From an optimization exercise on the open Yosys and OpenROAD flow, aimed at small area and a short achievable clock period; shortcuts taken in it are not production practice.
Only simulation tests tie the RTL to the original design; equivalence was not proved.
No activity file was given, so power comes from the tool's default toggle rates.

<file path="flow/run.sh">
#!/bin/bash
# The standard layout (standard.sh: the standard flow's synthesis, floorplan, placement,
# CTS, routing), with two changes to how it is made:
#  - CTS adds no dummy loads to balance its clusters;
#  - port buffers are buf_1 instead of the delay cells buffer_ports picks.
# ORFS writes each step's full log under orfs/logs/; make's own output goes
# to standard_flow.log here.
set -euo pipefail
WORK="$(cd "$(dirname "${BASH_SOURCE[0]}")/.." && pwd)"
cd "$WORK"
bash standard.sh \
  "CTS_ARGS=-sink_clustering_enable -repair_clock_nets -sink_clustering_size 30 -sink_clustering_max_diameter 60 -dont_use_dummy_load" \
  "BUFFER_PORTS_ARGS=-buffer_cell sky130_fd_sc_hd__buf_1" \
  finish > "$WORK/standard_flow.log" 2>&1
test -f "$WORK/out/final.def"
</file>
<file path="standard.sh">
#!/bin/bash
# synth_recipe.tcl (not shown) runs the flow's synth.tcl, then flattens the netlist and writes it again
# the make line also repeats each setting of config.mk as NAME=value (left out here)
make -C /OpenROAD-flow-scripts/flow DESIGN_CONFIG=/design/flow/config.mk WORK_HOME=/design/flow/orfs CLKGATE_MAP_FILE= SYNTH_SCRIPT=/design/flow/synth_recipe.tcl "${@:-finish}"
</file>
<file path="config.mk">
export PLATFORM = sky130hd
export DESIGN_NAME = platform_interrupt_controller
export DESIGN_NICKNAME = platform_interrupt_controller
export VERILOG_FILES = /design/flow/design.v
export SDC_FILE = /design/flow/constraint.sdc
export NUM_CORES = 4
export LEC_CHECK = 0
export CAP_MARGIN = 20
export CORE_MARGIN = 2
export CORE_UTILIZATION = 65
export CTS_CLUSTER_DIAMETER = 60
export CTS_CLUSTER_SIZE = 30
export SETUP_SLACK_MARGIN = 3.3
export SLEW_MARGIN = 20
export SYNTH_HIERARCHICAL = 1
</file>
<file path="constraint.sdc">
create_clock -name core_clock -period 5.5 [get_ports {clock}]
set_input_delay 1.1000 -clock core_clock [delete_from_list [all_inputs] [get_ports {clock}]]
set_output_delay 1.1000 -clock core_clock [all_outputs]
set_load 0.01 [all_outputs]
</file>
<file path="design.v">
`timescale 1ns / 1ps
package plic_pkg;
   localparam int DEF_NUM_HARTS   = 4;
   localparam int DEF_NUM_SOURCES = 32;
   localparam int CMD_W    = 2;
   localparam int OFFSET_W = 26;
   localparam int DATA_W   = 32;
   localparam int SRC_W    = 5;
   localparam int PRIO_W   = 3;
   localparam int HARTS_W  = 3;
   localparam int LINE_W   = 4;
   localparam int WORD_W   = 10;
   localparam logic [CMD_W-1:0] CMD_READ  = 2'd0;
   localparam logic [CMD_W-1:0] CMD_WRITE = 2'd1;
   localparam logic [CMD_W-1:0] CMD_LEVEL = 2'd2;
   localparam logic [OFFSET_W-1:0] PEND_BASE = 26'h000_1000;
   localparam logic [OFFSET_W-1:0] EN_BASE   = 26'h000_2000;
   localparam logic [OFFSET_W-1:0] CTX_BASE  = 26'h020_0000;
   localparam int EN_STRIDE  = 'h80;
   localparam int CTX_STRIDE = 'h1000;
   localparam int EN_CTX_LSB = 7;
   localparam logic [WORD_W-1:0] CTX_WORD_THRESHOLD = 10'd0;
   localparam logic [WORD_W-1:0] CTX_WORD_CLAIM     = 10'd1;
   localparam logic [HARTS_W-1:0] ACTIVE_HARTS_RESET = 3'd1;
endpackage
`timescale 1ns / 1ps
import plic_pkg::*;
module platform_interrupt_controller #(
   parameter int NUM_HARTS   = plic_pkg::DEF_NUM_HARTS,
   parameter int NUM_SOURCES = plic_pkg::DEF_NUM_SOURCES
) (
   input  logic                             clock,
   input  logic                             reset,
   input  logic                             start,
   output logic                             busy,
   input  logic [plic_pkg::CMD_W-1:0]       req_command,
   input  logic [plic_pkg::OFFSET_W-1:0]    req_offset,
   input  logic [plic_pkg::DATA_W-1:0]      req_write_data,
   input  logic [plic_pkg::SRC_W-1:0]       req_irq_source,
   input  logic                             req_irq_level,
   output logic                             rsp_strobe,
   output logic [plic_pkg::DATA_W-1:0]      rsp_read_data,
   output logic                             rsp_access_error,
   output logic [plic_pkg::LINE_W-1:0]      rsp_supervisor_lines,
   output logic [plic_pkg::LINE_W-1:0]      rsp_machine_lines,
   input  logic                             csr_write_enable,
   input  logic [plic_pkg::HARTS_W-1:0]     csr_write_data
);
   localparam int NUM_CTX = 2 * NUM_HARTS;
   logic [NUM_SOURCES-1:1]             pending_ff;
   logic [NUM_SOURCES-1:1]             claimed_ff;
   logic [NUM_SOURCES-1:0][PRIO_W-1:0] prio_ff;
   logic [NUM_CTX-1:0][DATA_W-1:0]     enable_ff;
   logic [NUM_CTX-1:0]                 en_valid_ff;   
   logic [NUM_HARTS-1:0]               hart_on_ff;    
   logic                               rst_q;         
   logic                   q_valid;
   logic [NUM_SOURCES-1:1] q_take;        
   logic                   q_prio_wr;     
   logic                   q_en_wr;       
   logic                   q_prio_rd;
   logic                   q_pend_rd;
   logic [NUM_CTX-1:0]     q_en_rd;       
   logic                   q_err;
   logic [SRC_W-1:0]       q_idx;         
   logic [SRC_W-1:0]       q_ridx;        
   logic [2:0]             q_ctx;         
   logic [DATA_W-1:0]      q_wdata;
   logic                   rsp_strobe_ff;
   logic [DATA_W-1:0]      rsp_read_data_ff;
   logic                   rsp_access_error_ff;
   logic [LINE_W-1:0]      rsp_sup_ff;
   logic [LINE_W-1:0]      rsp_mach_ff;
   assign busy = 1'b0;
   logic is_rd, is_wr, is_lvl;
   logic r_prio, r_pend, r_en, r_ctx, w_thr, w_claim;
   logic do_compl, do_claim, ctx_w1;
   logic [NUM_HARTS-1:0] hart_on_next;
   logic [NUM_CTX-1:0]   en_valid_next;
   always_comb begin
      is_rd   = start & (req_command == CMD_READ);
      is_wr   = start & (req_command == CMD_WRITE);
      is_lvl  = start & (req_command == CMD_LEVEL);
      r_prio  = (req_offset[25:7] == 19'd0);
      r_pend  = (req_offset[25:2] == 24'h000400);
      r_en    = (req_offset[25:10] == 16'h0008);
      r_ctx   = (req_offset[25:15] == 11'h040);
      w_thr   = (req_offset[11:2] == 10'd0);
      w_claim = (req_offset[11:2] == 10'd1);
      do_compl = ctx_w1 & req_command[0];
      do_claim = ctx_w1 & ~req_command[0] & ~rst_q;
      for (int h = 0; h < NUM_HARTS; h++)
         hart_on_next[h] = reset ? (h == 0) :
                           csr_write_enable ? (csr_write_data > HARTS_W'(h)) : hart_on_ff[h];
      en_valid_next = ~{NUM_CTX{rst_q}} & (en_valid_ff | en_we);
   end
   always_ff @(posedge clock) begin
      rst_q     <= reset;
      q_valid   <= start & ~reset;
      q_prio_wr <= is_wr & (r_prio | (r_ctx & w_thr));
      q_en_wr   <= is_wr & r_en;
      q_prio_rd <= is_rd & r_prio;
      q_pend_rd <= is_rd & r_pend & (req_offset[1:0] == 2'd0);
      for (int c = 0; c < NUM_CTX; c++)
         q_en_rd[c] <= is_rd & r_en & (req_offset[9:7] == 3'(c)) &
                       hart_on_next[c/2] & en_valid_next[c];
      q_err     <= (is_wr & r_pend) | (is_wr & r_ctx & ~w_thr & ~w_claim) |
                   ((is_rd | is_wr) & ~r_prio & ~r_pend & ~r_en & ~r_ctx);
      q_idx     <= r_prio ? req_offset[6:2] : '0;
      q_ridx    <= req_offset[6:2];
      q_ctx     <= req_offset[9:7];
      q_wdata   <= req_write_data;
   end
   logic                   hart_ok;
   logic [NUM_CTX-1:0]     en_we;
   logic [NUM_SOURCES-1:1] elig;          
   logic [NUM_SOURCES-1:1] first;         
   logic [SRC_W-1:0]       take_id;
   always_comb begin
      hart_ok = hart_on_ff[q_ctx[2:1]];
      for (int c = 0; c < NUM_CTX; c++)
         en_we[c] = q_en_wr & hart_ok & (q_ctx == 3'(c));
      take_id = '0;
      for (int i = 1; i < NUM_SOURCES; i++)
         if (q_take[i]) take_id = take_id | SRC_W'(i);
   end
   for (genvar i = 1; i < NUM_SOURCES; i++) begin : g_elig
      plic_elig u_elig   (.p(pending_ff[i]), .c(claimed_ff[i]), .t(q_take[i]), .e(elig[i]));
   end
   plic_first #(.N(NUM_SOURCES-1)) u_first (.e(elig), .f(first));
   logic [NUM_CTX:0] any_line;    
   for (genvar c = 0; c <= NUM_CTX; c++) begin : g_line
      plic_or_and31 u_or (.a(elig),
                          .b(c < NUM_CTX ? enable_ff[c % NUM_CTX][NUM_SOURCES-1:1]
                                         : q_wdata[NUM_SOURCES-1:1]),
                          .y(any_line[c]));
   end
   plic_line_gate #(.NUM_CTX(NUM_CTX)) u_line_gate (
      .rst_q(rst_q), .hart_on(hart_on_ff), .en_valid(en_valid_ff), .en_wr(q_en_wr),
      .ctx(q_ctx), .keep(line_keep), .new_data(line_new));
   for (genvar c = 0; c < NUM_CTX; c++) begin : g_ctx_line
      plic_ao22 u (.a0(line_keep[c]), .b0(any_line[c]), .a1(line_new[c]), .b1(any_line[NUM_CTX]),
                   .y(ctx_line[c]));
   end
   for (genvar b = 0; b < DATA_W; b++) begin : g_rd
      logic [NUM_CTX:0] rd_s, rd_d;
      for (genvar c = 0; c < NUM_CTX; c++) begin : g_c
         assign rd_s[c] = en_rd_sel[c];
         assign rd_d[c] = enable_ff[c][b];
      end
      assign rd_s[NUM_CTX] = q_pend_rd;
      if (b == 0) begin : g_p0
         assign rd_d[NUM_CTX] = 1'b0;
      end else begin : g_p
         assign rd_d[NUM_CTX] = pending_ff[b];
      end
      if (b < SRC_W) begin : g_x
         plic_ao9x u (.s(rd_s), .d(rd_d), .xn(rd_low_n[b]), .y(rd_data[b]));
      end else begin : g_n
         plic_ao9 u (.s(rd_s), .d(rd_d), .y(rd_data[b]));
      end
   end
   plic_ctx_w1_dec u_ctx_w1 (.start(start), .cmd1(req_command[1]), .off(req_offset), .y(ctx_w1));
   always_ff @(posedge clock) begin
      q_take <= first & {(NUM_SOURCES-1){do_claim}};
      for (int i = 1; i < NUM_SOURCES; i++) begin
         if (is_lvl && req_irq_source == SRC_W'(i))
            pending_ff[i] <= req_irq_level;
         else if (rst_q || q_take[i])
            pending_ff[i] <= 1'b0;
         if (rst_q || (do_compl && req_write_data[SRC_W-1:0] == SRC_W'(i)))
            claimed_ff[i] <= 1'b0;
         else if (q_take[i])
            claimed_ff[i] <= 1'b1;
      end
      for (int i = 0; i < NUM_SOURCES; i++)
         if (rst_q || (q_prio_wr && q_idx == SRC_W'(i)))
            prio_ff[i] <= q_wdata[PRIO_W-1:0] & {PRIO_W{~rst_q}};
      for (int c = 0; c < NUM_CTX; c++) begin
         if (en_we[c]) enable_ff[c] <= q_wdata;
         if (rst_q) en_valid_ff[c] <= 1'b0;
         else if (en_we[c]) en_valid_ff[c] <= 1'b1;
      end
      hart_on_ff <= hart_on_next;
   end
   logic [DATA_W-1:0]      rd_data;
   logic [NUM_CTX-1:0]     en_rd_sel;     
   logic [SRC_W-1:0]       rd_low;        
   logic [SRC_W-1:0]       rd_low_n;
   logic [NUM_CTX-1:0]     line_keep;     
   logic [NUM_CTX-1:0]     line_new;      
   logic [NUM_CTX-1:0]     ctx_line;
   logic [LINE_W-1:0]      sup, mach;
   always_comb begin
      for (int c = 0; c < NUM_CTX; c++)
         en_rd_sel[c] = q_en_rd[c];
      rd_low = take_id;
      if (q_prio_rd) rd_low = rd_low | SRC_W'(prio_ff[q_ridx]);
      rd_low_n = ~rd_low;
      for (int h = 0; h < NUM_HARTS; h++) begin
         sup[h]  = ctx_line[2*h];
         mach[h] = ctx_line[2*h+1];
      end
   end
   always_ff @(posedge clock) begin
      rsp_strobe_ff       <= q_valid;
      rsp_read_data_ff    <= rd_data;
      rsp_access_error_ff <= q_err;
      rsp_sup_ff          <= sup;
      rsp_mach_ff         <= mach;
   end
   assign rsp_strobe           = rsp_strobe_ff;
   assign rsp_read_data        = rsp_read_data_ff;
   assign rsp_access_error     = rsp_access_error_ff;
   assign rsp_supervisor_lines = rsp_sup_ff;
   assign rsp_machine_lines    = rsp_mach_ff;
endmodule
module plic_elig (input logic p, input logic c, input logic t, output logic e);
   assign e = p & ~c & ~t;
endmodule
module plic_inv (input logic a, output logic y);
   assign y = ~a;
endmodule
module plic_nor2 (input logic a, input logic b, output logic y);
   assign y = ~(a | b);
endmodule
module plic_nand2 (input logic a, input logic b, output logic y);
   assign y = ~(a & b);
endmodule
module plic_and2 (input logic a, input logic b, output logic y);
   assign y = a & b;
endmodule
module plic_nand4 (input logic a, input logic b, input logic c, input logic d,
                   output logic y);
   assign y = ~(a & b & c & d);
endmodule
module plic_aoi22 (input logic a0, input logic b0, input logic a1, input logic b1,
                   output logic y);
   assign y = ~((a0 & b0) | (a1 & b1));
endmodule
module plic_first #(parameter int N = 31) (
   input  logic [N:1] e,
   output logic [N:1] f
);
   localparam int L = $clog2(N);      
   logic [N:1] x [0:L];
   assign x[0] = e;
   for (genvar l = 1; l <= L; l++) begin : g_lvl
      for (genvar j = 1; j <= N; j++) begin : g_bit
         if (j - (1 << (l - 1)) >= 1) begin : g_op
            if (l % 2 == 1) begin : g_nor
               plic_nor2 u (.a(x[l-1][j]), .b(x[l-1][j - (1 << (l - 1))]), .y(x[l][j]));
            end else begin : g_nand
               plic_nand2 u (.a(x[l-1][j]), .b(x[l-1][j - (1 << (l - 1))]), .y(x[l][j]));
            end
         end else begin : g_pass
            plic_inv u (.a(x[l-1][j]), .y(x[l][j]));
         end
      end
   end
   assign f[1] = e[1];
   for (genvar j = 2; j <= N; j++) begin : g_f
      plic_and2 u (.a(e[j]), .b(x[L][j-1]), .y(f[j]));
   end
endmodule
module plic_or_and31 (
   input  logic [31:1] a,
   input  logic [31:1] b,
   output logic        y
);
   logic [15:0] l1;
   logic [3:0]  l2;
   logic [1:0]  l3;
   for (genvar k = 0; k < 15; k++) begin : g_l1
      plic_aoi22 u (.a0(a[2*k+1]), .b0(b[2*k+1]), .a1(a[2*k+2]), .b1(b[2*k+2]), .y(l1[k]));
   end
   plic_nand2 u_l1_last (.a(a[31]), .b(b[31]), .y(l1[15]));
   for (genvar k = 0; k < 4; k++) begin : g_l2
      plic_nand4 u (.a(l1[4*k]), .b(l1[4*k+1]), .c(l1[4*k+2]), .d(l1[4*k+3]), .y(l2[k]));
   end
   plic_nor2 u_l3a (.a(l2[0]), .b(l2[1]), .y(l3[0]));
   plic_nor2 u_l3b (.a(l2[2]), .b(l2[3]), .y(l3[1]));
   plic_nand2 u_l4 (.a(l3[0]), .b(l3[1]), .y(y));
endmodule
module plic_aoi222 (input logic a0, input logic b0, input logic a1, input logic b1,
                    input logic a2, input logic b2, output logic y);
   assign y = ~((a0 & b0) | (a1 & b1) | (a2 & b2));
endmodule
module plic_nand3 (input logic a, input logic b, input logic c, output logic y);
   assign y = ~(a & b & c);
endmodule
module plic_ao9 (input logic [8:0] s, input logic [8:0] d, output logic y);
   logic [2:0] t;
   for (genvar k = 0; k < 3; k++) begin : g_t
      plic_aoi222 u (.a0(s[3*k]), .b0(d[3*k]), .a1(s[3*k+1]), .b1(d[3*k+1]),
                     .a2(s[3*k+2]), .b2(d[3*k+2]), .y(t[k]));
   end
   plic_nand3 u_y (.a(t[0]), .b(t[1]), .c(t[2]), .y(y));
endmodule
module plic_ao9x (input logic [8:0] s, input logic [8:0] d, input logic xn, output logic y);
   logic [2:0] t;
   for (genvar k = 0; k < 3; k++) begin : g_t
      plic_aoi222 u (.a0(s[3*k]), .b0(d[3*k]), .a1(s[3*k+1]), .b1(d[3*k+1]),
                     .a2(s[3*k+2]), .b2(d[3*k+2]), .y(t[k]));
   end
   plic_nand4 u_y (.a(t[0]), .b(t[1]), .c(t[2]), .d(xn), .y(y));
endmodule
module plic_ao22 (input logic a0, input logic b0, input logic a1, input logic b1,
                  output logic y);
   assign y = (a0 & b0) | (a1 & b1);
endmodule
module plic_ctx_w1_dec (input logic start, input logic cmd1, input logic [25:0] off,
                        output logic y);
   logic [6:0] a;
   logic [2:0] b;
   plic_nor3 u_a0 (.a(off[25]), .b(off[24]), .c(off[23]), .y(a[0]));
   plic_nor3 u_a1 (.a(off[22]), .b(off[20]), .c(off[19]), .y(a[1]));
   plic_nor3 u_a2 (.a(off[18]), .b(off[17]), .c(off[16]), .y(a[2]));
   plic_nor3 u_a3 (.a(off[15]), .b(off[11]), .c(off[10]), .y(a[3]));
   plic_nor3 u_a4 (.a(off[9]), .b(off[8]), .c(off[7]), .y(a[4]));
   plic_nor3 u_a5 (.a(off[6]), .b(off[5]), .c(off[4]), .y(a[5]));
   plic_nor2 u_a6 (.a(off[3]), .b(cmd1), .y(a[6]));
   plic_nand4 u_b0 (.a(a[0]), .b(a[1]), .c(a[2]), .d(a[3]), .y(b[0]));
   plic_nand4 u_b1 (.a(a[4]), .b(a[5]), .c(a[6]), .d(start), .y(b[1]));
   plic_nand2 u_b2 (.a(off[21]), .b(off[2]), .y(b[2]));
   plic_nor3 u_c (.a(b[0]), .b(b[1]), .c(b[2]), .y(y));
endmodule
module plic_nor3 (input logic a, input logic b, input logic c, output logic y);
   assign y = ~(a | b | c);
endmodule
module plic_line_gate #(parameter int NUM_CTX = 8) (
   input  logic                 rst_q,
   input  logic [NUM_CTX/2-1:0] hart_on,
   input  logic [NUM_CTX-1:0]   en_valid,
   input  logic                 en_wr,
   input  logic [2:0]           ctx,
   output logic [NUM_CTX-1:0]   keep,
   output logic [NUM_CTX-1:0]   new_data
);
   always_comb
      for (int c = 0; c < NUM_CTX; c++) begin
         new_data[c] = ~rst_q & hart_on[c/2] & en_wr & (ctx == 3'(c));
         keep[c]     = ~rst_q & hart_on[c/2] & en_valid[c] & ~(en_wr & (ctx == 3'(c)));
      end
endmodule
</file>
==> summary.txt, run 1 <==
Finish
  • Share of layout cells above drive strength 1: 19.08%
  • Most frequent cells in the layout: edfxtp_1 (383), nor2_1 (214), dfxtp_1 (164), a22oi_2 (135), buf_1 (112)
  • Layout Utilization: 74.04%
  • Nets: 1899
  • Multi-input gate area: 8034 µm²
  • Layout area overhead: 11.75%
  • FILL cells: 2301
  • Most common cell after layout, fill and taps aside: edfxtp_1
  • Register Area: 15040 µm²
  • Post-Layout Cell Count: 2280

Route
  • Via count: 15.78k
  • Starting DRT DRC Count: 1987
  • First-pass iteration count of the detailed router: 10
  • WL/cell: 27.36 µm
  • Total wire length: 62380 µm
  • DRC: 0
  • Final ANT Viol Nets: 0
  • Vias/cell: 6.923

STA
  • FMAX: 432.0 MHz
  • Final min period: 2315 ps
  • Worst-Margin Slew: 1032 ps
  • Rel. slew slack: 31.06%
  • Setup WS post-layout: 3185 ps
  • Fin. Hold Viols: 0
  • Final Setup Violations: 0
  • Slew Limit Fails: 0
  • Period utilisation layout: 42.09%
  • Setup_tns: 0 ps
  • Max Clock Skew: 38.35 ps
  • RSZ-0062 raised after global routing: true

Clock tree
  • CTS buffer count: 37
  • Clock latency on the worst-skew pair: 570 ps
  • Clock tree buffer depth: 3
  • Clock sinks: 559
  • Root buf cell: clkbuf_16
  • Reg clk slew, reported paths: 90 ps
  • H-tree depth: 2
  • CTS tree: yes

Setup path
  • Startpoint Class: register
  • Reg2Reg Depth: 7
  • FF-to-FF Start: pending_ff[16]
  • WP data required: 5970 ps
  • Critical path class: register to register
  • Worst Setup End Kind: register
  • WP data arrival: 2780 ps
  • Crit path from: pending_ff[16]
  • R2r setup slk: 3190 ps
  • Worst setup path endpoint: rsp_sup_ff[1]
  • Worst reg2reg endpoint: rsp_sup_ff[1]
  • Worst Path Max Fanout: 6

Placed design
  • Port Buffers: 114
  • Post-Place Cells: 2206
  • HPWL Detailed: 42460 µm
  • Pre-CTS WS: 2631 ps
  • Placer Congestion: 0.9644

Synth
  • Ys Warns: 11
  • Synthesized area: 22940 µm²
  • Yosys cell types: 62
  • Post-synth EDFFs: 383
  • Mapped Cells: 1658
  • Ys async rst share: 0%
  • Sequential share of the synthesized area: 65.49%
  • Ys flop type: edfxtp_1
  • #FFs+latches synth: 559
  • Mapped Avg Cell Area: 13.84 µm²

Die
  • Core ar.: 34630 µm²
  • Die W: 191.9 µm
  • Cell Rows: 68
  • # IOs: 116
  • Die area: 36820 µm²
  • Starting density of the core: 66.26%
  • DIE HEIGHT: 191.9 µm

Power
  • Worst vdd ir: 0.0004735 V
  • Pwr/cell area: 294.8 nW/µm²
  • P_leak: 8.455 nW

Global routing
  • Largest net degree at the start of global routing: 79
  • Total grt overflow: 0
  • Initial antenna violation count: 3
  • GRT Total Usage: 33.92%
  • Vias in the first global route: 15.09k
  • First-pass GRT wire length: 91380 µm

Run
  • # Max-Cap Violations: 0

Worst hold path
  • Hold Path Class: register to register
  • Hold depth: 0

Outcome
  • Status: finished clean
synthesized netlist by cell type, drive strengths merged, types with 3 or more instances:
cell | count | area share, %
edfxtp | 383 | 50
nor2 | 227 | 3.7
dfxtp | 176 | 15
a22oi | 135 | 7.4
a222oi | 96 | 4.2
nand2 | 95 | 1.6
and2 | 68 | 1.9
nand4 | 47 | 1.3
nand3 | 45 | 0.98
nor3b | 38 | 1.9
a211oi | 34 | 1.1
o21ai | 34 | 0.74
inv | 33 | 0.54
nor3 | 25 | 0.70
clkbuf | 24 | 0.39
mux4 | 24 | 2.4
nor2b | 18 | 0.49
nor4 | 18 | 0.58
buf | 17 | 0.49
o21bai | 16 | 0.52
nand2b | 14 | 0.41
a21o | 13 | 0.43
a22o | 8 | 0.31
and3 | 7 | 0.19
nand3b | 7 | 0.23
a21oi | 5 | 0.11
mux2i | 5 | 0.22
nand4b | 5 | 0.19
o211a | 5 | 0.22
a31o | 4 | 0.15
o311a | 4 | 0.17
a31oi | 3 | 0.082
and4 | 3 | 0.12
nor4b | 3 | 0.14
o211ai | 3 | 0.098
or4 | 3 | 0.11
Yosys stat by module, one instance, submodules excluded, a selection:
module	flops+latches	cells	times used
platform_interrupt_controller	559	1059	1
plic_nor3	0	1	7
plic_nand4	0	1	43
plic_and2	0	1	30
plic_nor2	0	1	88
plic_aoi222	0	1	96
cells by family (layout without fill, tap and decap cells):
kind of cell    count (synthesis)  in the layout  synth area share, %
mux                            29             29                2.639
compound gates                365            365                15.70
flops                         559            559                65.49
simple gates                  630            633                14.74
buf+inv                        74            236                1.423
other cells                     1              3              0.01634
metal layers:
metal / track usage, % / vias to the layer above / wire length [µm]
li1: - / 6913 / -
met1: 46.33 / 7773 / 23720
met2: 54.03 / 934 / 29110
met3: 5.609 / 158 / 6598
met4: 15.09 / 6 / 2911
met5: 0 / - / 42
where the power goes:
part / total [mW] / switching, mW / internal (mW)
Sequential: 4.65 / 0.0775 / 4.58
Clock: 2.49 / 1.29 / 1.20
Combinational: 0.414 / 0.241 / 0.172
Total: 7.56 / 1.61 / 5.94
through the flow:
stage / cell area, µm² / power (mW) / hold slack [ps]
finish: 25640 / 7.557 / 349.7
global route: 25640 / 7.733 / 361.8
CTS: 25170 / 7.530 / 357.1
detailed placement: 24030 / 5.113 / 344.0
global placement: 24010 / 5.099 / 310.5
floorplan: 23060 / 4.966 / 309.6
sequential cells by signal (all words and copies together), names as in the netlist, 3 cells and up:
register,flops
enable_ff,256
prio_ff,96
q_wdata,32
rsp_read_data_ff,32
claimed_ff,31
pending_ff,31
q_take,31
en_valid_ff,8
q_en_rd,8
q_idx,5
q_ridx,5
hart_on_ff,4
rsp_mach_ff,4
rsp_sup_ff,4
q_ctx,3
critical path, stage by stage (launching register included):
cell,delay (ps)
edfxtp_1,530
nor3b_4,260
buf_4,170
a22oi_2,140
nand4_1,210
nor2_1,470
nand2_1,200
a22o_1,240
repair_timing:
action,in CTS,in global routing
setup endpoints to repair,110,124
gates resized for setup,39,27
setup buffers,2,31
pin swaps,1,5
hold buffers,0,0
cloned,1,2
cell type report:
| type | count | area share [%] |
|---|---|---|
| Sequential cell | 559 | 58.68 |
| Multi-Input combinational cell | 1029 | 31.34 |
| Timing Repair Buffer | 166 | 3.660 |
| Clock buffer | 37 | 3.611 |
| Tap cell | 455 | 2.220 |
| Inverter | 33 | 0.4831 |
| Antenna cell | 1 | 0.009760 |
how the worst min path moves through the flow:
| stage | start | end | slack, ps |
|---|---|---|---|
| 6_report | q_valid | rsp_strobe_ff | 350 |
| 3_5_place_dp | q_valid | rsp_strobe_ff | 340 |
| 2_1_floorplan | q_err | rsp_access_error_ff | 310 |
| 4_1_cts | q_valid | rsp_strobe_ff | 360 |
| 5_1_grt | q_valid | rsp_strobe_ff | 360 |
| 3_3_place_gp | q_valid | rsp_strobe_ff | 310 |
==> run 2: changes to the inputs <==
--- a/design.v
+++ b/design.v
@@ -72,4 +72,18 @@
    logic [LINE_W-1:0]      rsp_sup_ff;
    logic [LINE_W-1:0]      rsp_mach_ff;
+   logic                   hart_ok;
+   logic [NUM_CTX-1:0]     en_we;
+   logic [NUM_SOURCES-1:1] elig;          
+   logic [NUM_SOURCES-1:1] first;         
+   logic [SRC_W-1:0]       take_id;
+   logic [NUM_CTX:0]       any_line;      
+   logic [DATA_W-1:0]      rd_data;
+   logic [NUM_CTX-1:0]     en_rd_sel;     
+   logic [SRC_W-1:0]       rd_low;        
+   logic [SRC_W-1:0]       rd_low_n;
+   logic [NUM_CTX-1:0]     line_keep;     
+   logic [NUM_CTX-1:0]     line_new;      
+   logic [NUM_CTX-1:0]     ctx_line;
+   logic [LINE_W-1:0]      sup, mach;
    assign busy = 1'b0;
    logic is_rd, is_wr, is_lvl;
@@ -112,9 +126,4 @@
       q_wdata   <= req_write_data;
    end
-   logic                   hart_ok;
-   logic [NUM_CTX-1:0]     en_we;
-   logic [NUM_SOURCES-1:1] elig;          
-   logic [NUM_SOURCES-1:1] first;         
-   logic [SRC_W-1:0]       take_id;
    always_comb begin
       hart_ok = hart_on_ff[q_ctx[2:1]];
@@ -129,11 +138,8 @@
    end
    plic_first #(.N(NUM_SOURCES-1)) u_first (.e(elig), .f(first));
-   logic [NUM_CTX:0] any_line;    
-   for (genvar c = 0; c <= NUM_CTX; c++) begin : g_line
-      plic_or_and31 u_or (.a(elig),
-                          .b(c < NUM_CTX ? enable_ff[c % NUM_CTX][NUM_SOURCES-1:1]
-                                         : q_wdata[NUM_SOURCES-1:1]),
-                          .y(any_line[c]));
+   for (genvar c = 0; c < NUM_CTX; c++) begin : g_line
+      plic_or_and31 u_or (.a(elig), .b(enable_ff[c][NUM_SOURCES-1:1]), .y(any_line[c]));
    end
+   plic_or_and31 u_or_wdata (.a(elig), .b(q_wdata[NUM_SOURCES-1:1]), .y(any_line[NUM_CTX]));
    plic_line_gate #(.NUM_CTX(NUM_CTX)) u_line_gate (
       .rst_q(rst_q), .hart_on(hart_on_ff), .en_valid(en_valid_ff), .en_wr(q_en_wr),
@@ -184,12 +190,4 @@
       hart_on_ff <= hart_on_next;
    end
-   logic [DATA_W-1:0]      rd_data;
-   logic [NUM_CTX-1:0]     en_rd_sel;     
-   logic [SRC_W-1:0]       rd_low;        
-   logic [SRC_W-1:0]       rd_low_n;
-   logic [NUM_CTX-1:0]     line_keep;     
-   logic [NUM_CTX-1:0]     line_new;      
-   logic [NUM_CTX-1:0]     ctx_line;
-   logic [LINE_W-1:0]      sup, mach;
    always_comb begin
       for (int c = 0; c < NUM_CTX; c++)
@@ -231,12 +229,12 @@
    assign y = a & b;
 endmodule
-module plic_nand4 (input logic a, input logic b, input logic c, input logic d,
-                   output logic y);
-   assign y = ~(a & b & c & d);
-endmodule
 module plic_aoi22 (input logic a0, input logic b0, input logic a1, input logic b1,
                    output logic y);
    assign y = ~((a0 & b0) | (a1 & b1));
 endmodule
+module plic_nand4 (input logic a, input logic b, input logic c, input logic d,
+                   output logic y);
+   assign y = ~(a & b & c & d);
+endmodule
 module plic_first #(parameter int N = 31) (
    input  logic [N:1] e,
==> flow/run.sh (replaced) <==
#!/bin/bash
# The standard layout (standard.sh: the standard flow's synthesis, floorplan, placement,
# CTS, routing), with two changes to how it is made:
#  - CTS adds no dummy loads to balance its clusters;
#  - port buffers are buf_2 instead of the delay cells buffer_ports picks.
# ORFS writes each step's full log under orfs/logs/; make's own output goes
# to standard_flow.log here.
set -euo pipefail
WORK="$(cd "$(dirname "${BASH_SOURCE[0]}")/.." && pwd)"
cd "$WORK"
bash standard.sh \
  "CTS_ARGS=-sink_clustering_enable -repair_clock_nets -sink_clustering_size 30 -sink_clustering_max_diameter 60 -dont_use_dummy_load" \
  "BUFFER_PORTS_ARGS=-buffer_cell sky130_fd_sc_hd__buf_2" \
  finish > "$WORK/standard_flow.log" 2>&1
test -f "$WORK/out/final.def"
--- a/config.mk
+++ b/config.mk
@@ -8,5 +8,5 @@
 export CAP_MARGIN = 20
 export CORE_MARGIN = 2
-export CORE_UTILIZATION = 65
+export CORE_UTILIZATION = 55
 export CTS_CLUSTER_DIAMETER = 60
 export CTS_CLUSTER_SIZE = 30
==> summary.txt, run 2 <==
Outcome
  • Status: finished clean

Finish
  • Multi-input gate area: 8118 µm² (+1.0%)
  • Share of layout cells above drive strength 1: 25.32% (+6.2 points)
  • Nets: 1923 (+1.3%)
  • Max reg flops: 256 (unchanged)
  • Fin area: 26040 µm² (+1.6%)
  • Layout area overhead: 13.14%
  • Post-Layout Cell Count: 2381 (+4.4%)
  • Layout Utilization: 63.34% (-11 points)
  • Top reg by flops: enable_ff
  • Most frequent cells in the layout: edfxtp_1 (383), nor2_1 (211), dfxtp_1 (164), a22oi_2 (135), buf_2 (110)
  • Top flop regs: enable_ff x256, prio_ff x96
  • FILL cells: 3172 (+38%)
  • Most common cell after layout, fill and taps aside: edfxtp_1
  • Register Area: 15050 µm² (about the same)

Route
  • Total wire length: 64530 µm (+3.4%)
  • Vias/cell: 6.514 (-5.9%)
  • Final ANT Viol Nets: 0 (unchanged)
  • DRC: 0 (unchanged)
  • Starting DRT DRC Count: 2029 (+2.1%)
  • First-pass iteration count of the detailed router: 6 (-4)
  • WL/cell: 27.10 µm (-0.95%)
  • Via count: 15.51k (-1.7%)

Synth
  • Share of the synthesized area in the top cell type: 49.97% (-0.16 points)
  • Synthesized area: 23020 µm² (+0.32%)
  • Most frequent cells after synthesis: edfxtp_1 (383), nor2_1 (226), dfxtp_1 (176)
  • #FFs+latches synth: 559 (unchanged)
  • Synth area leaders: edfxtp_1 (50%), dfxtp_1 (15%), a22oi_2 (7.3%)
  • Ys async rst share: 0% (unchanged)
  • Mapped Avg Cell Area: 13.72 µm² (-0.82%)
  • Top cell type by total area after synthesis: edfxtp_1
  • Ys flop type: edfxtp_1
  • Count leader, synth: edfxtp_1
  • Mapped Cells: 1677 (+1.1%)
  • Ys Warns: 11 (unchanged)
  • Yosys cell types: 57 (-8.1%)
  • Post-synth EDFFs: 383 (unchanged)
  • Sequential share of the synthesized area: 65.28% (-0.21 points)

Placed design
  • HPWL Detailed: 45840 µm (+8.0%)
  • Post-Place Cells: 2303 (+4.4%)
  • Port Buffers: 114 (unchanged)
  • Placed cell area: 24380 µm² (+1.5%)
  • Placer Congestion: 0.9902 (+2.7%)

Setup path
  • Worst reg2reg endpoint: rsp_sup_ff[0]
  • FF-to-FF Start: pending_ff[15]
  • Crit-path most repeated cell: nor3_4
  • Worst path cell trace: buf_12 > nor3_4 > nand4_1 > nor3_4 > buf_6 > nand3_4 > nor3_4 > a211oi_2
  • Worst Setup End Kind: register
  • Critical path class: primary input to register
  • WP data required: 5900 ps (-70 ps)
  • R2r setup slk: 3270 ps (+80 ps)
  • Startpoint Class: primary input
  • WP data arrival: 2640 ps (-140 ps)
  • Slowest cell on crit path: nor3_4
  • Reg2Reg Depth: 7 (unchanged)
  • Crit path largest cell delay: 330 ps (-200 ps)
  • Worst Path Max Fanout: 4 (-2)
  • CP bufs+invs: 2 (+1)
  • Family with the most delay on the worst path: simple AND/OR/NAND/NOR gates

Die
  • Core ar.: 41110 µm² (+19%)
  • Cell Rows: 74 (+8.8%)
  • Starting density of the core: 55.99% (-10 points)
  • Die W: 208.6 µm (+8.7%)
  • Die area: 43500 µm² (+18%)
  • DIE HEIGHT: 208.6 µm (+8.7%)
  • # IOs: 116 (unchanged)

Clock tree
  • Hold Buf Count CTS: 0 (unchanged)
  • Clock latency on the worst-skew pair: 580 ps (about the same)
  • Root buf cell: clkbuf_16
  • Reg clk slew, reported paths: 60 ps (-30 ps)
  • H-tree depth: 2 (unchanged)
  • Clock sinks: 559 (unchanged)
  • CTS tree: yes
  • Clock tree buffer depth: 3 (unchanged)
  • CTS buffer count: 39 (+5.4%)

Power
  • Pwr/cell area: 294.1 nW/µm² (-0.24%)
  • P_leak: 8.916 nW (+5.5%)
  • Worst vdd ir: 0.0002612 V (-45%)

STA
  • Setup_tns: 0 ps (unchanged)
  • Final Setup Violations: 0 (unchanged)
  • Max Clock Skew: 36.39 ps (-1.962 ps)
  • Worst-Margin Slew: 1012 ps (-20.16 ps)
  • Rel. slew slack: 32.41% (+1.3 points)
  • FMAX: 445.2 MHz (+3.0%)
  • Slew Limit Fails: 0 (unchanged)
  • Fin. Hold Viols: 0 (unchanged)
  • RSZ-0062 raised after global routing: true
  • Period utilisation layout: 40.84% (-1.2 points)
  • Hold WS: 343.8 ps (-5.913 ps)
  • Final min period: 2246 ps (-68.35 ps)

Worst hold path
  • Hold Crit Endpoint: rsp_strobe_ff
  • Hold Path Class: register to register
  • Hold path start: q_valid
  • Hold depth: 0 (unchanged)

Global routing
  • GRT Total Usage: 29.33% (-4.6 points)
  • Initial antenna violation count: 6 (+3)
  • Total grt overflow: 0 (unchanged)
  • Vias in the first global route: 15.02k (-0.44%)
  • First-pass GRT wire length: 94950 µm (+3.9%)
  • Largest net degree at the start of global routing: 83 (+5.1%)

Run
  • # Max-Cap Violations: 0 (unchanged)
## run 2: cell count changes after synthesis, sizes merged, moves of 3 or more
cell,before,now
and3,7,0
mux2i,5,27
mux4,24,17
nand3,45,48
nand4,47,50
nor3,25,34
o211ai,3,0
## run 2: worst max-delay path by stage
stage | start | endpoint | depth (start not counted)
after floorplan | q_ctx[0] | q_en_rd[1] | 4
after global placement | req_offset[8] | claimed_ff[25] | 7
after detailed placement | req_offset[8] | claimed_ff[26] | 7
after CTS | q_ridx[0] | rsp_read_data_ff[2] | 7
after global routing | req_offset[7] | claimed_ff[9] | 8
final | req_offset[7] | claimed_ff[9] | 8
## run 2: layout make-up
cell class                 instances  share of cell area (%)
clock buffer                      39                   3.748
multi-input combinational       1043                   31.17
antenna                            1                0.009610
timing repair buffer             173                   4.238
tap                              532                   2.556
sequential                       559                   57.78
inverter                          34                  0.4901
## run 2: through the flow
| stage | setup WS, ps | total power, mW |
|---|---|---|
| finish | 3254 | 7.657 |
| global route | 3201 | 7.873 |
| CTS | 3245 | 7.668 |
| detailed placement | 2526 | 5.137 |
| global placement | 2608 | 5.130 |
| floorplan | 2969 | 4.973 |
## run 2: logic make-up after synthesis
logic type,share of synthesized area (%)
DFF,65.28
AOI/OAI and AO/OA,15.49
and+or+nand+nor,14.81
buffers and inverters,1.517
other,0.01629
muxes,2.887
## run 2: report_power, final
| part | total (mW) | internal, mW | switching [mW] | leakage [nW] |
|---|---|---|---|---|
| Clock | 2.57 | 1.26 | 1.32 | 0.481 |
| Sequential | 4.66 | 4.58 | 0.0852 | 4.96 |
| Combinational | 0.423 | 0.177 | 0.246 | 3.47 |
## run 2: Yosys stat by module, one instance, submodules excluded, a selection
module                         flops+latches  area, µm²  cells  times used
platform_interrupt_controller            559      18290   1078           1
plic_aoi22                                 0      12.51      1         135
plic_elig                                  0      12.51      1          31
plic_nand4                                 0      6.256      1          43
plic_and2                                  0      6.256      1          30
plic_nand2                                 0      3.754      1          69
plic_nor2                                  0      3.754      1          88
## run 2: timing repair
action,CTS,global route
setup endpoints to repair,142,85
setup buffers,11,26
endpoints found under the hold margin,0,0
gates resized for setup,40,44
gates cloned,1,0
pin swaps,6,17
## run 2: layer usage
| metal | share of wire, % | wire length, µm | GRT usage (%) | up-vias |
|---|---|---|---|---|
| li1 | - | - | - | 6963 |
| met1 | 43 | 27420 | 41.72 | 7766 |
| met2 | 47 | 30020 | 45.98 | 663 |
| met3 | 7.4 | 4773 | 3.894 | 109 |
| met4 | 3.5 | 2263 | 11.92 | 8 |
| met5 | 0.073 | 47 | 0 | - |
==> run 3: changes to the inputs <==
--- a/design.v
+++ b/design.v
@@ -229,8 +229,4 @@
    assign y = a & b;
 endmodule
-module plic_aoi22 (input logic a0, input logic b0, input logic a1, input logic b1,
-                   output logic y);
-   assign y = ~((a0 & b0) | (a1 & b1));
-endmodule
 module plic_nand4 (input logic a, input logic b, input logic c, input logic d,
                    output logic y);
@@ -267,18 +263,22 @@
    output logic        y
 );
-   logic [15:0] l1;
-   logic [3:0]  l2;
+   logic [31:1] l1;
+   logic [7:0]  l2;
    logic [1:0]  l3;
-   for (genvar k = 0; k < 15; k++) begin : g_l1
-      plic_aoi22 u (.a0(a[2*k+1]), .b0(b[2*k+1]), .a1(a[2*k+2]), .b1(b[2*k+2]), .y(l1[k]));
+   for (genvar k = 1; k <= 31; k++) begin : g_l1
+      plic_nand2 u (.a(a[k]), .b(b[k]), .y(l1[k]));
    end
-   plic_nand2 u_l1_last (.a(a[31]), .b(b[31]), .y(l1[15]));
-   for (genvar k = 0; k < 4; k++) begin : g_l2
-      plic_nand4 u (.a(l1[4*k]), .b(l1[4*k+1]), .c(l1[4*k+2]), .d(l1[4*k+3]), .y(l2[k]));
+   for (genvar k = 0; k < 7; k++) begin : g_l2
+      plic_nand4 u (.a(l1[4*k+1]), .b(l1[4*k+2]), .c(l1[4*k+3]), .d(l1[4*k+4]), .y(l2[k]));
    end
-   plic_nor2 u_l3a (.a(l2[0]), .b(l2[1]), .y(l3[0]));
-   plic_nor2 u_l3b (.a(l2[2]), .b(l2[3]), .y(l3[1]));
+   plic_nand3 u_l2_last (.a(l1[29]), .b(l1[30]), .c(l1[31]), .y(l2[7]));
+   plic_nor4 u_l3a (.a(l2[0]), .b(l2[1]), .c(l2[2]), .d(l2[3]), .y(l3[0]));
+   plic_nor4 u_l3b (.a(l2[4]), .b(l2[5]), .c(l2[6]), .d(l2[7]), .y(l3[1]));
    plic_nand2 u_l4 (.a(l3[0]), .b(l3[1]), .y(y));
 endmodule
+module plic_nor4 (input logic a, input logic b, input logic c, input logic d,
+                  output logic y);
+   assign y = ~(a | b | c | d);
+endmodule
 module plic_aoi222 (input logic a0, input logic b0, input logic a1, input logic b1,
                     input logic a2, input logic b2, output logic y);
==> summary.txt, run 3 <==
Outcome
  • Status: finished clean

Clock tree
  • Clock sinks: 559 (unchanged)
  • Clock tree buffer depth: 3 (unchanged)
  • Root buf cell: clkbuf_16
  • H-tree depth: 2 (unchanged)
  • Clock latency on the worst-skew pair: 580 ps (about the same)
  • Reg clk slew, reported paths: 90 ps (+30 ps)
  • CTS buffer count: 37 (-5.1%)
  • CTS tree: yes
  • Hold Buf Count CTS: 0 (unchanged)

Synth
  • Post-synth EDFFs: 383 (unchanged)
  • Mapped Cells: 1848 (+10%)
  • Xor/xnor share of the synthesized area: 0% (unchanged)
  • Synth Area in Simple Gates: 21.11% (+6.3 points)
  • Ys Warns: 11 (unchanged)
  • Top cell type by total area after synthesis: edfxtp_1
  • Mapped Avg Cell Area: 12.29 µm² (-10%)
  • Synthesized area: 22710 µm² (-1.3%)
  • Main combinational cell family by area after synthesis: simple AND/OR/NAND/NOR gates
  • Sequential share of the synthesized area: 66.15% (+0.87 points)
  • Synth area leaders: edfxtp_1 (51%), dfxtp_1 (16%), nand2_1 (6.1%)
  • Most frequent cells after synthesis: edfxtp_1 (383), nand2_1 (367), nor2_1 (208)
  • Yosys cell types: 56 (-1.8%)
  • Adder and majority gate portion of the synthesized area: 0% (unchanged)
  • #FFs+latches synth: 559 (unchanged)
  • Share of the synthesized area in the top cell type: 50.64% (+0.67 points)
  • Compound-Gate Fraction of Synth Area: 8.264% (-7.2 points)
  • Count leader, synth: edfxtp_1
  • Proportion of synthesized area in mux cells: 2.925% (+0.039 points)
  • Ys async rst share: 0% (unchanged)
  • Ys flop type: edfxtp_1

Setup path
  • Startpoint Class: register
  • Family with the most delay on the worst path: simple AND/OR/NAND/NOR gates
  • WP data required: 5970 ps (+70 ps)
  • CP bufs+invs: 0 (-2)
  • WP data arrival: 2680 ps (+40 ps)
  • Crit-path most repeated cell: nand2_1
  • Worst Path Max Fanout: 12 (+8)
  • R2r setup slk: 3290 ps (+20 ps)
  • Critical path class: register to register
  • Crit path largest cell delay: 500 ps (+170 ps)
  • Slowest cell on crit path: nor4_4
  • Worst Setup End Kind: register
  • Worst path cell trace: nor3b_2 > nand2_1 > nand4_1 > nor4_4 > nand2_1 > a22o_1

STA
  • Slew Limit Fails: 0 (unchanged)
  • Max Clock Skew: 32.37 ps (-4.014 ps)
  • Setup WS post-layout: 3288 ps (+33.95 ps)
  • Setup_tns: 0 ps (unchanged)
  • Final min period: 2212 ps (-33.95 ps)
  • Fin. Hold Viols: 0 (unchanged)
  • Worst-Margin Slew: 961.4 ps (-50.44 ps)
  • Period utilisation layout: 40.23% (-0.62 points)
  • Final Setup Violations: 0 (unchanged)
  • FMAX: 452.0 MHz (+1.5%)
  • RSZ-0062 raised after global routing: true
  • Rel. slew slack: 35.63% (+3.2 points)

Route
  • DRC: 0 (unchanged)
  • Vias/cell: 6.330 (-2.8%)
  • WL/cell: 25.76 µm (-5.0%)
  • Starting DRT DRC Count: 1901 (-6.3%)
  • Via count: 15.95k (+2.8%)
  • Final ANT Viol Nets: 0 (unchanged)
  • First-pass iteration count of the detailed router: 9 (+3)
  • Total wire length: 64910 µm (+0.59%)

Placed design
  • Placed cell area: 24020 µm² (-1.5%)
  • HPWL Detailed: 44700 µm (-2.5%)
  • Placer Congestion: 0.9668 (-2.4%)
  • Port Buffers: 114 (unchanged)
  • Pre-CTS WS: 2549 ps (+23.54 ps)

Global routing
  • First-pass GRT wire length: 96680 µm (+1.8%)
  • Initial antenna violation count: 3 (-3)
  • Vias in the first global route: 15.61k (+3.9%)
  • GRT Total Usage: 29.95% (+0.62 points)
  • Largest net degree at the start of global routing: 71 (-14%)
  • Total grt overflow: 0 (unchanged)

Power
  • Switching pwr: 1.626 mW (-1.2%)
  • Overall power: 7.536 mW (-1.6%)
  • Switching portion of total power: 21.58% (+0.080 points)
  • Combinational Power Share: 5.0% (-0.5 points)
  • P_leak: 9.079 nW (+1.8%)
  • Internal power: 5.910 mW (-1.7%)
  • Pwr/cell area: 297.0 nW/µm² (+1.0%)
  • Worst vdd ir: 0.0002500 V (-4.3%)
  • Share of total power in the clock network: 33.2% (-0.4 points)
  • Register share of total power: 61.8% (+0.9 points)

Finish
  • Register Area: 15040 µm² (about the same)
  • Multi-input gate area: 7739 µm² (-4.7%)
  • Most common cell after layout, fill and taps aside: edfxtp_1
  • Most frequent cells in the layout: edfxtp_1 (383), nand2_1 (361), nor2_1 (199), dfxtp_1 (169), buf_2 (113)
  • FILL cells: 3250 (+2.5%)
  • Top flop regs: enable_ff x256, prio_ff x96
  • Top reg by flops: enable_ff
  • Share of layout cells above drive strength 1: 15.65% (-9.7 points)
  • Fin area: 25370 µm² (-2.6%)
  • Nets: 2062 (+7.2%)
  • Max reg flops: 256 (unchanged)
  • Layout area overhead: 11.72%

Die
  • Die area: 42940 µm² (-1.3%)
  • # IOs: 116 (unchanged)
  • DIE HEIGHT: 207.2 µm (-0.65%)
  • Cell Rows: 74 (unchanged)
  • Die W: 207.2 µm (-0.65%)
  • Core ar.: 40830 µm² (-0.68%)
  • Starting density of the core: 55.62% (-0.36 points)

Worst hold path
  • Hold Path Class: register to register

Run
  • # Max-Cap Violations: 0 (unchanged)
[run 3: what timing repair did]
action,in CTS,in global routing
gates resized for setup,36,27
gates cloned,2,0
endpoints found under the setup margin,202,231
pin swaps,12,12
setup buffers,3,6
[run 3: through the flow]
step	std cells	hold WS, ps	utilization [%]
after floorplan	1849	309.6	-
after global routing	2519	350.5	62.14
after global placement	2471	317.8	58.82
after detailed placement	2471	325.4	58.83
final	2520	346.1	62.14
after CTS	2513	352.4	61.67
[run 3: power groups by stage]
| stage | logic, mW | registers (mW) | clock network (mW) |
|---|---|---|---|
| floorplan | 0.241 | 4.70 | 0 |
| global placement | 0.350 | 4.75 | 0 |
| detailed placement | 0.354 | 4.75 | 0 |
| CTS | 0.366 | 4.66 | 2.55 |
| global route | 0.412 | 4.67 | 2.67 |
| finish | 0.380 | 4.66 | 2.50 |
[run 3: layout make-up]
cell class / count / area share [%]
Clock buffer: 37 / 3.649
Timing Repair Buffer: 143 / 3.452
Multi-Input combinational cell: 1214 / 30.50
Tap cell: 532 / 2.623
Inverter: 34 / 0.5030
Antenna cell: 1 / 0.009862
Sequential cell: 559 / 59.27
[run 3: cell families after synthesis]
family,after synthesis
AND/OR/NAND/NOR,943
flip-flops,559
AO/OA/AOI/OAI,224
buffers and inverters,77
multiplexers,44
other,1
[run 3: final timing paths]
| check | from | to | depth (start not counted) |
|---|---|---|---|
| setup reg to reg | pending_ff[2] | rsp_sup_ff[1] | 6 |
| hold reg to reg | q_valid | rsp_strobe_ff | 0 |
| hold / removal | q_valid | rsp_strobe_ff | 0 |
| setup / recovery | pending_ff[2] | rsp_sup_ff[1] | 6 |
[run 3: metal layers]
layer	routed length, µm	up-vias	global-route usage (%)	share of wire (%)
met5	18	-	0	0.028
met4	2656	4	12.00	4.1
met3	5835	109	6.036	9.0
met2	30410	735	48.21	47
met1	25990	7868	40.17	40
li1	-	7235	-	-
[run 3: worst reg2reg max path, cell delays in order (launching register included)]
cell	delay (ps)
edfxtp_1	450
nor3b_2	290
nand2_1	110
nand4_1	220
nor4_4	500
nand2_1	260
a22o_1	270
[run 3: per-module statistics from Yosys (local to each module, per instance), excerpt]
module                         cells  cell area (µm²)  flip-flops and latches  copies in the design
plic_elig                          1            12.51                       0                    31
plic_nor2                          1            3.754                       0                    70
plic_nor3                          1            10.01                       0                     7
plic_inv                           1            3.754                       0                    31
platform_interrupt_controller   1078            18290                     559                     1
plic_and2                          1            6.256                       0                    30
plic_nand3                         1            5.005                       0                    36
plic_nand2                         1            3.754                       0                   339
plic_nand4                         1            6.256                       0                    70
plic_ao22                          1            8.758                       0                     8
plic_aoi222                        1            10.01                       0                    96
plic_nor4                          1            12.51                       0                    18
==> run 4: changes to the inputs <==
==> flow/run.sh (replaced) <==
#!/bin/bash
# The standard layout (standard.sh: the standard flow's synthesis, floorplan, placement,
# CTS, routing), with two changes to how it is made:
#  - CTS adds no dummy loads to balance its clusters;
#  - port buffers are buf_1 instead of the delay cells buffer_ports picks.
# ORFS writes each step's full log under orfs/logs/; make's own output goes
# to standard_flow.log here.
set -euo pipefail
WORK="$(cd "$(dirname "${BASH_SOURCE[0]}")/.." && pwd)"
cd "$WORK"
bash standard.sh \
  "CTS_ARGS=-sink_clustering_enable -repair_clock_nets -sink_clustering_size 30 -sink_clustering_max_diameter 60 -dont_use_dummy_load" \
  "BUFFER_PORTS_ARGS=-buffer_cell sky130_fd_sc_hd__buf_1" \
  finish > "$WORK/standard_flow.log" 2>&1
test -f "$WORK/out/final.def"
--- a/config.mk
+++ b/config.mk
@@ -8,5 +8,5 @@
 export CAP_MARGIN = 20
 export CORE_MARGIN = 2
-export CORE_UTILIZATION = 55
+export CORE_UTILIZATION = 65
 export CTS_CLUSTER_DIAMETER = 60
 export CTS_CLUSTER_SIZE = 30
==> summary.txt, run 4 <==
Finish
  • Register Area: 15040 µm² (about the same)
  • FILL cells: 2377 (-27%)
  • Layout area overhead: 10.25%
  • Max reg flops: 256 (unchanged)
  • Top flop regs: enable_ff x256, prio_ff x96
  • Top reg by flops: enable_ff
  • Share of layout cells above drive strength 1: 9.562% (-6.1 points)
  • Most common cell after layout, fill and taps aside: edfxtp_1
  • # diodes: 0 (-1)
  • Multi-input gate area: 7699 µm² (-0.52%)
  • Most frequent cells in the layout: edfxtp_1 (383), nand2_1 (365), nor2_1 (199), dfxtp_1 (169), buf_1 (113)
  • Nets: 2062 (unchanged)

Synth
  • Synth Area in Simple Gates: 21.11% (unchanged)
  • Top cell type by total area after synthesis: edfxtp_1
  • Synth area leaders: edfxtp_1 (51%), dfxtp_1 (16%), nand2_1 (6.1%)
  • Ys Warns: 11 (unchanged)
  • Proportion of synthesized area in mux cells: 2.925% (unchanged)
  • Xor/xnor share of the synthesized area: 0% (unchanged)
  • Mapped Cells: 1848 (unchanged)
  • Share of the synthesized area in the top cell type: 50.64% (unchanged)
  • Sequential share of the synthesized area: 66.15% (unchanged)
  • Main combinational cell family by area after synthesis: simple AND/OR/NAND/NOR gates
  • Post-synth EDFFs: 383 (unchanged)
  • #FFs+latches synth: 559 (unchanged)
  • Ys flop type: edfxtp_1
  • Count leader, synth: edfxtp_1
  • Synthesized area: 22710 µm² (unchanged)
  • Adder and majority gate portion of the synthesized area: 0% (unchanged)
  • Compound-Gate Fraction of Synth Area: 8.264% (unchanged)
  • Most frequent cells after synthesis: edfxtp_1 (383), nand2_1 (367), nor2_1 (208)
  • Mapped Avg Cell Area: 12.29 µm² (unchanged)
  • Ys async rst share: 0% (unchanged)
  • Yosys cell types: 56 (unchanged)

Placed design
  • Port Buffers: 114 (unchanged)
  • HPWL Detailed: 43150 µm (-3.5%)
  • Placer Congestion: 0.9518 (-1.6%)

Clock tree
  • Clock tree buffer depth: 3 (unchanged)
  • Clock sinks: 559 (unchanged)
  • CTS tree: yes
  • Reg clk slew, reported paths: 100 ps (about the same)
  • Root buf cell: clkbuf_16
  • H-tree depth: 2 (unchanged)
  • Hold Buf Count CTS: 0 (unchanged)
  • CTS buffer count: 37 (unchanged)
  • Clock latency on the worst-skew pair: 590 ps (about the same)

Power
  • Worst vdd ir: 0.0003403 V (+36%)
  • Pwr/cell area: 300.3 nW/µm² (+1.1%)
  • P_leak: 8.644 nW (-4.8%)

Route
  • Via count: 16.37k (+2.6%)
  • DRC: 0 (unchanged)
  • WL/cell: 25.83 µm (+0.30%)
  • Vias/cell: 6.703 (+5.9%)
  • Starting DRT DRC Count: 2446 (+29%)
  • Total wire length: 63090 µm (-2.8%)
  • First-pass iteration count of the detailed router: 9 (unchanged)
  • Final ANT Viol Nets: 0 (unchanged)

Setup path
  • FF-to-FF Start: pending_ff[7]
  • Crit path largest cell delay: 520 ps (+20 ps)
  • Worst reg2reg endpoint: rsp_sup_ff[0]
  • Worst path cell trace: nor3b_4 > nand2_1 > nand4_1 > nor4_4 > nand2_1 > a22o_1
  • Slowest cell on crit path: nor4_4
  • Reg2Reg Depth: 6 (unchanged)
  • WP data arrival: 2690 ps (about the same)
  • Critical path class: register to register
  • Startpoint Class: register
  • Worst Path Max Fanout: 12 (unchanged)
  • Crit-path most repeated cell: nand2_1
  • WP data required: 5970 ps (about the same)
  • Worst Setup End Kind: register
  • R2r setup slk: 3280 ps (about the same)

Worst hold path
  • Hold path start: q_valid
  • Hold Path Class: register to register
  • Hold Crit Endpoint: rsp_strobe_ff
  • Hold depth: 0 (unchanged)

STA
  • Worst-Margin Slew: 960.1 ps (-1.265 ps)
  • RSZ-0062 raised after global routing: true
  • Slew Limit Fails: 0 (unchanged)
  • Final Setup Violations: 0 (unchanged)
  • Hold WS: 330.6 ps (-15.59 ps)
  • Final min period: 2218 ps (+5.080 ps)
  • Rel. slew slack: 35.71% (+0.085 points)
  • FMAX: 451.0 MHz (-0.23%)
  • Setup_tns: 0 ps (unchanged)
  • Max Clock Skew: 48.45 ps (+16.07 ps)
  • Fin. Hold Viols: 0 (unchanged)
  • Period utilisation layout: 40.32% (+0.092 points)

Global routing
  • Largest net degree at the start of global routing: 68 (-4.2%)
  • Initial antenna violation count: 1 (-2)
  • Total grt overflow: 0 (unchanged)
  • First-pass GRT wire length: 92930 µm (-3.9%)
  • Vias in the first global route: 15.59k (-0.11%)
  • GRT Total Usage: 34.46% (+4.5 points)

Die
  • Die area: 36450 µm² (-15%)
  • Cell Rows: 68 (-8.1%)
  • DIE HEIGHT: 190.9 µm (-7.9%)
  • Die W: 190.9 µm (-7.9%)
  • Starting density of the core: 65.91% (+10 points)
  • # IOs: 116 (unchanged)
  • Core ar.: 34460 µm² (-16%)

Outcome
  • Status: finished clean

Run
  • # Max-Cap Violations: 0 (unchanged)
[run 4: area by class of cell]
| cell class | instances | share of cell area [%] |
|---|---|---|
| flip-flops and latches | 559 | 60.07 |
| multi-input cells | 1214 | 30.74 |
| clock buffers | 37 | 3.698 |
| repair buffers | 143 | 2.708 |
| well taps | 455 | 2.274 |
| inverters | 34 | 0.5097 |
[run 4: what timing repair did]
| item | CTS | global route |
|---|---|---|
| buffers inserted | 1 | 8 |
| resized for setup | 20 | 27 |
| setup endpoints to repair | 134 | 149 |
| pin swaps | 4 | 6 |
| cloned | 1 | 0 |
[run 4: how the worst max path moves through the flow]
stage	start	to	slack, ps
finish	pending_ff[7]	rsp_sup_ff[0]	3280
global route	req_offset[8]	q_take[5]	3230
CTS	q_ctx[2]	enable_ff[205]	3270
detailed placement	req_command[0]	pending_ff[16]	2720
global placement	req_offset[8]	claimed_ff[14]	2720
floorplan	q_ctx[0]	q_en_rd[1]	2970
[run 4: logic make-up (layout without fill, tap and decap cells)]
logic type	Yosys count	after routing
and+or+nand+nor	943	944
DFF	559	559
AOI/OAI and AO/OA	224	224
buffers and inverters	77	214
muxes	44	44
other	1	2
[run 4: per-stage QoR]
| step | power, mW | worst slack, ps | instances | util [%] | area, µm² |
|---|---|---|---|---|---|
| floorplan | 4.946 | 2969 | 1849 | - | 22840 |
| global route | 7.700 | 3230 | 2442 | 72.67 | 25040 |
| detailed placement | 5.095 | 2717 | 2395 | 69.01 | 23780 |
| finish | 7.519 | 3282 | 2442 | 72.67 | 25040 |
| CTS | 7.514 | 3269 | 2434 | 72.05 | 24830 |
| global placement | 5.083 | 2724 | 2395 | 69.01 | 23780 |
[run 4: critical path: cells and delay by family (launching register included)]
family	cells	cell delay, ps
AND/OR/NAND/NOR	5	1360
flip-flops	1	490
AO/OA/AOI/OAI	1	280
[run 4: per-module statistics from Yosys, one instance, submodules excluded, a selection]
module                         cells inside  area (µm²)  flops+latches  copies in the design
plic_nor2                                 1       3.754              0                    70
plic_inv                                  1       3.754              0                    31
plic_and2                                 1       6.256              0                    30
plic_nand3                                1       5.005              0                    36
plic_nand4                                1       6.256              0                    70
plic_nand2                                1       3.754              0                   339
plic_nor4                                 1       12.51              0                    18
plic_aoi222                               1       10.01              0                    96
plic_elig                                 1       12.51              0                    31
plic_nor3                                 1       10.01              0                     7
platform_interrupt_controller          1078       18290            559                     1
plic_ao22                                 1       8.758              0                     8
[run 4: per-layer routing]
metal	routed length, µm	global-route usage (%)
met1	23940	47.06
met3	6922	6.499
met4	2688	15.12
met5	13	0
met2	29520	54.45
[run 4: power by group]
group          internal, mW  total (mW)  leakage [nW]  switching (mW)
Combinational         0.130       0.369          3.23           0.239
Sequential             4.58        4.66          4.96          0.0848
Clock                  1.20        2.49         0.456            1.29
==> run 5: changes to the inputs <==
--- a/design.v
+++ b/design.v
@@ -72,18 +72,4 @@
    logic [LINE_W-1:0]      rsp_sup_ff;
    logic [LINE_W-1:0]      rsp_mach_ff;
-   logic                   hart_ok;
-   logic [NUM_CTX-1:0]     en_we;
-   logic [NUM_SOURCES-1:1] elig;          
-   logic [NUM_SOURCES-1:1] first;         
-   logic [SRC_W-1:0]       take_id;
-   logic [NUM_CTX:0]       any_line;      
-   logic [DATA_W-1:0]      rd_data;
-   logic [NUM_CTX-1:0]     en_rd_sel;     
-   logic [SRC_W-1:0]       rd_low;        
-   logic [SRC_W-1:0]       rd_low_n;
-   logic [NUM_CTX-1:0]     line_keep;     
-   logic [NUM_CTX-1:0]     line_new;      
-   logic [NUM_CTX-1:0]     ctx_line;
-   logic [LINE_W-1:0]      sup, mach;
    assign busy = 1'b0;
    logic is_rd, is_wr, is_lvl;
@@ -126,4 +112,9 @@
       q_wdata   <= req_write_data;
    end
+   logic                   hart_ok;
+   logic [NUM_CTX-1:0]     en_we;
+   logic [NUM_SOURCES-1:1] elig;          
+   logic [NUM_SOURCES-1:1] first;         
+   logic [SRC_W-1:0]       take_id;
    always_comb begin
       hart_ok = hart_on_ff[q_ctx[2:1]];
@@ -138,8 +129,11 @@
    end
    plic_first #(.N(NUM_SOURCES-1)) u_first (.e(elig), .f(first));
-   for (genvar c = 0; c < NUM_CTX; c++) begin : g_line
-      plic_or_and31 u_or (.a(elig), .b(enable_ff[c][NUM_SOURCES-1:1]), .y(any_line[c]));
+   logic [NUM_CTX:0] any_line;    
+   for (genvar c = 0; c <= NUM_CTX; c++) begin : g_line
+      plic_or_and31 u_or (.a(elig),
+                          .b(c < NUM_CTX ? enable_ff[c % NUM_CTX][NUM_SOURCES-1:1]
+                                         : q_wdata[NUM_SOURCES-1:1]),
+                          .y(any_line[c]));
    end
-   plic_or_and31 u_or_wdata (.a(elig), .b(q_wdata[NUM_SOURCES-1:1]), .y(any_line[NUM_CTX]));
    plic_line_gate #(.NUM_CTX(NUM_CTX)) u_line_gate (
       .rst_q(rst_q), .hart_on(hart_on_ff), .en_valid(en_valid_ff), .en_wr(q_en_wr),
@@ -190,4 +184,12 @@
       hart_on_ff <= hart_on_next;
    end
+   logic [DATA_W-1:0]      rd_data;
+   logic [NUM_CTX-1:0]     en_rd_sel;     
+   logic [SRC_W-1:0]       rd_low;        
+   logic [SRC_W-1:0]       rd_low_n;
+   logic [NUM_CTX-1:0]     line_keep;     
+   logic [NUM_CTX-1:0]     line_new;      
+   logic [NUM_CTX-1:0]     ctx_line;
+   logic [LINE_W-1:0]      sup, mach;
    always_comb begin
       for (int c = 0; c < NUM_CTX; c++)
==> summary.txt, run 5 <==
Outcome
  • Status: finished clean

Route
  • WL/cell: 25.87 µm (+0.14%)
  • First-pass iteration count of the detailed router: 6 (-3)

Die
  • Die area: 36340 µm² (-0.31%)
  • Starting density of the core: 65.70% (-0.21 points)
  • Die W: 190.6 µm (-0.16%)
  • Core ar.: 34460 µm² (unchanged)
  • # IOs: 116 (unchanged)
  • DIE HEIGHT: 190.6 µm (-0.16%)

STA
  • Fin. Hold Viols: 0 (unchanged)
  • Worst-Margin Slew: 948.5 ps (-11.60 ps)
  • FMAX: 448.6 MHz (-0.53%)
  • Final Setup Violations: 0 (unchanged)
  • Max Clock Skew: 62.14 ps (+13.69 ps)
  • Final min period: 2229 ps (+11.87 ps)

Finish
  • Top flop regs: enable_ff x256, prio_ff x96
  • Top reg by flops: enable_ff
  • Nets: 2039 (-1.1%)
  • Register Area: 15050 µm² (about the same)
  • Most frequent cells in the layout: edfxtp_1 (383), nand2_1 (360), nor2_1 (201), dfxtp_1 (165), buf_1 (112)

Worst hold path
  • Hold path start: q_valid
  • Hold depth: 0 (unchanged)
  • Hold Path Class: register to register

Synth
  • Share of the synthesized area in the top cell type: 50.80% (+0.16 points)
  • Adder and majority gate portion of the synthesized area: 0% (unchanged)
  • #FFs+latches synth: 559 (unchanged)
  • Ys async rst share: 0% (unchanged)
  • Yosys cell types: 61 (+8.9%)
  • Sequential share of the synthesized area: 66.36% (+0.21 points)
  • Ys Warns: 11 (unchanged)

Clock tree
  • CTS buffer count: 37 (unchanged)
  • Reg clk slew, reported paths: 70 ps (-30 ps)
  • CTS tree: yes
  • Hold Buf Count CTS: 0 (unchanged)
  • H-tree depth: 2 (unchanged)
  • Clock latency on the worst-skew pair: 580 ps (about the same)

Power
  • Switching pwr: 1.607 mW (-0.63%)
  • Register share of total power: 62.0% (about the same)
  • P_leak: 8.612 nW (-0.37%)
  • Pwr/cell area: 300.7 nW/µm² (+0.16%)
  • Share of total power in the clock network: 33.2% (about the same)

Setup path
  • WP data required: 5930 ps (-40 ps)
  • Startpoint Class: register
  • FF-to-FF Start: pending_ff[7]
  • Reg2Reg Depth: 6 (unchanged)
  • Worst Setup End Kind: register

Global routing
  • Vias in the first global route: 15.33k (-1.7%)
  • GRT Total Usage: 34.23% (-0.23 points)

Run
  • # Max-Cap Violations: 0 (unchanged)
## run 5: cell types whose count changed in the layout (fill, tap and decap cells not counted), moves of 4 or more
cell,delta
mux2i_1,-22
buf_4,-11
and3_1,+7
mux4_2,+7
nor3_1,-7
nand2_1,-5
dfxtp_1,-4
dfxtp_2,+4
nand4_1,-4
nor3b_2,+4
## run 5: metal layers
layer / global-route usage (%) / vias up / wire [µm]
li1: - / 7174 / -
met1: 46.88 / 7842 / 23830
met2: 55.10 / 1042 / 29620
met3: 6.404 / 128 / 6764
met4: 12.82 / 2 / 2357
met5: 0 / - / 9
## run 5: modules after synthesis, one instance, submodules excluded, excerpt
module	copies in the design	flip-flops and latches
platform_interrupt_controller	1	559
plic_and2	30	0
plic_ao22	8	0
plic_aoi222	96	0
plic_elig	31	0
plic_inv	31	0
plic_nand2	339	0
plic_nand3	36	0
plic_nor2	70	0
plic_nor4	18	0
## run 5: logic make-up (layout without fill, tap and decap cells)
logic type	Yosys count	count (layout)
DFF	559	559
buffers and inverters	74	207
other	1	2
AOI/OAI and AO/OA	230	230
and+or+nand+nor	936	937
muxes	29	29
## run 5: cell type report
| cell class | count | area share, % |
|---|---|---|
| flip-flops and latches | 559 | 60.29 |
| clock buffers | 37 | 3.710 |
| well taps | 455 | 2.281 |
| repair buffers | 137 | 2.737 |
| inverters | 33 | 0.4963 |
| multi-input cells | 1198 | 30.49 |
## run 5: power groups by stage
stage / clock (mW) / combinational (mW) / sequential (mW)
floorplan: 0 / 0.235 / 4.70
global placement: 0 / 0.330 / 4.74
detailed placement: 0 / 0.339 / 4.75
CTS: 2.51 / 0.346 / 4.65
global route: 2.65 / 0.387 / 4.66
finish: 2.49 / 0.360 / 4.65
## run 5: what timing repair did
item                                    in CTS  in global routing
cloned                                       1                  1
resized for setup                           23                 35
pin swaps                                    6                 11
endpoints found under the setup margin      78                173
setup buffers                                3                  1
## run 5: worst paths after layout
kind	slack (ps)	end
min reg2reg	340	rsp_strobe_ff
min	340	rsp_strobe_ff
max reg2reg	3270	rsp_sup_ff[1]
max	3270	rsp_sup_ff[1]
## run 5: critical path: stages, from the launching register on
cell and delay (ps):
edfxtp_1 460, nor3b_2 290, nand2_1 110, nand4_1 210, nor4_4 570, nand2_2 210, a22o_1 260
## run 5: metrics by stage
stage                     hold WS (ps)  setup slack (ps)  instance area [µm²]  instances  power [mW]
after global placement           310.4              2675                23700       2375       5.070
after global routing             351.8              3233                24960       2419       7.700
after CTS                        338.3              3243                24800       2417       7.508
final                            339.4              3271                24960       2419       7.506
after floorplan                  309.6              3093                22760       1830       4.939
after detailed placement         315.4              2621                23720       2376       5.086

## afterwards: timing with drivers on the ports
No port has a modelled driver above. Below, the same layouts with a new extraction and two added sets of constraints.
Step 1, drivers: a clkbuf_16 drives clock and a buf_2 each remaining input, both assumed.
Step 2 moves the port delays by t, midway between the first and last clock arrival at a register: inputs arrive t later, outputs are due t later. That takes back most of the time a late clock gives input paths.
Slacks: ideal / step 1 / step 2; pairs: ideal / step 1.
run	shift t [ns]	setup WS [ns]	worst setup path at the end	worst register clock-pin slew, ns	worst data-port slew with drivers (ns)
run 1	0.605	3.185 / 3.185 / 2.824	input to register	0.09 / 0.09	0.07
run 2	0.621	3.254 / 3.259 / 2.639	input to register	0.10 / 0.10	0.07
run 3	0.619	3.288 / 3.267 / 2.769	input to register	0.09 / 0.09	0.06
run 4	0.613	3.282 / 3.268 / 2.750	input to register	0.10 / 0.10	0.07
run 5	0.605	3.271 / 3.271 / 2.749	input to register	0.11 / 0.11	0.06
After both steps setup and hold are still met in every run listed. For run 2, which loses most, drivers alone change the setup slack by +0.005 ns; drivers and shift together by -0.615 ns.
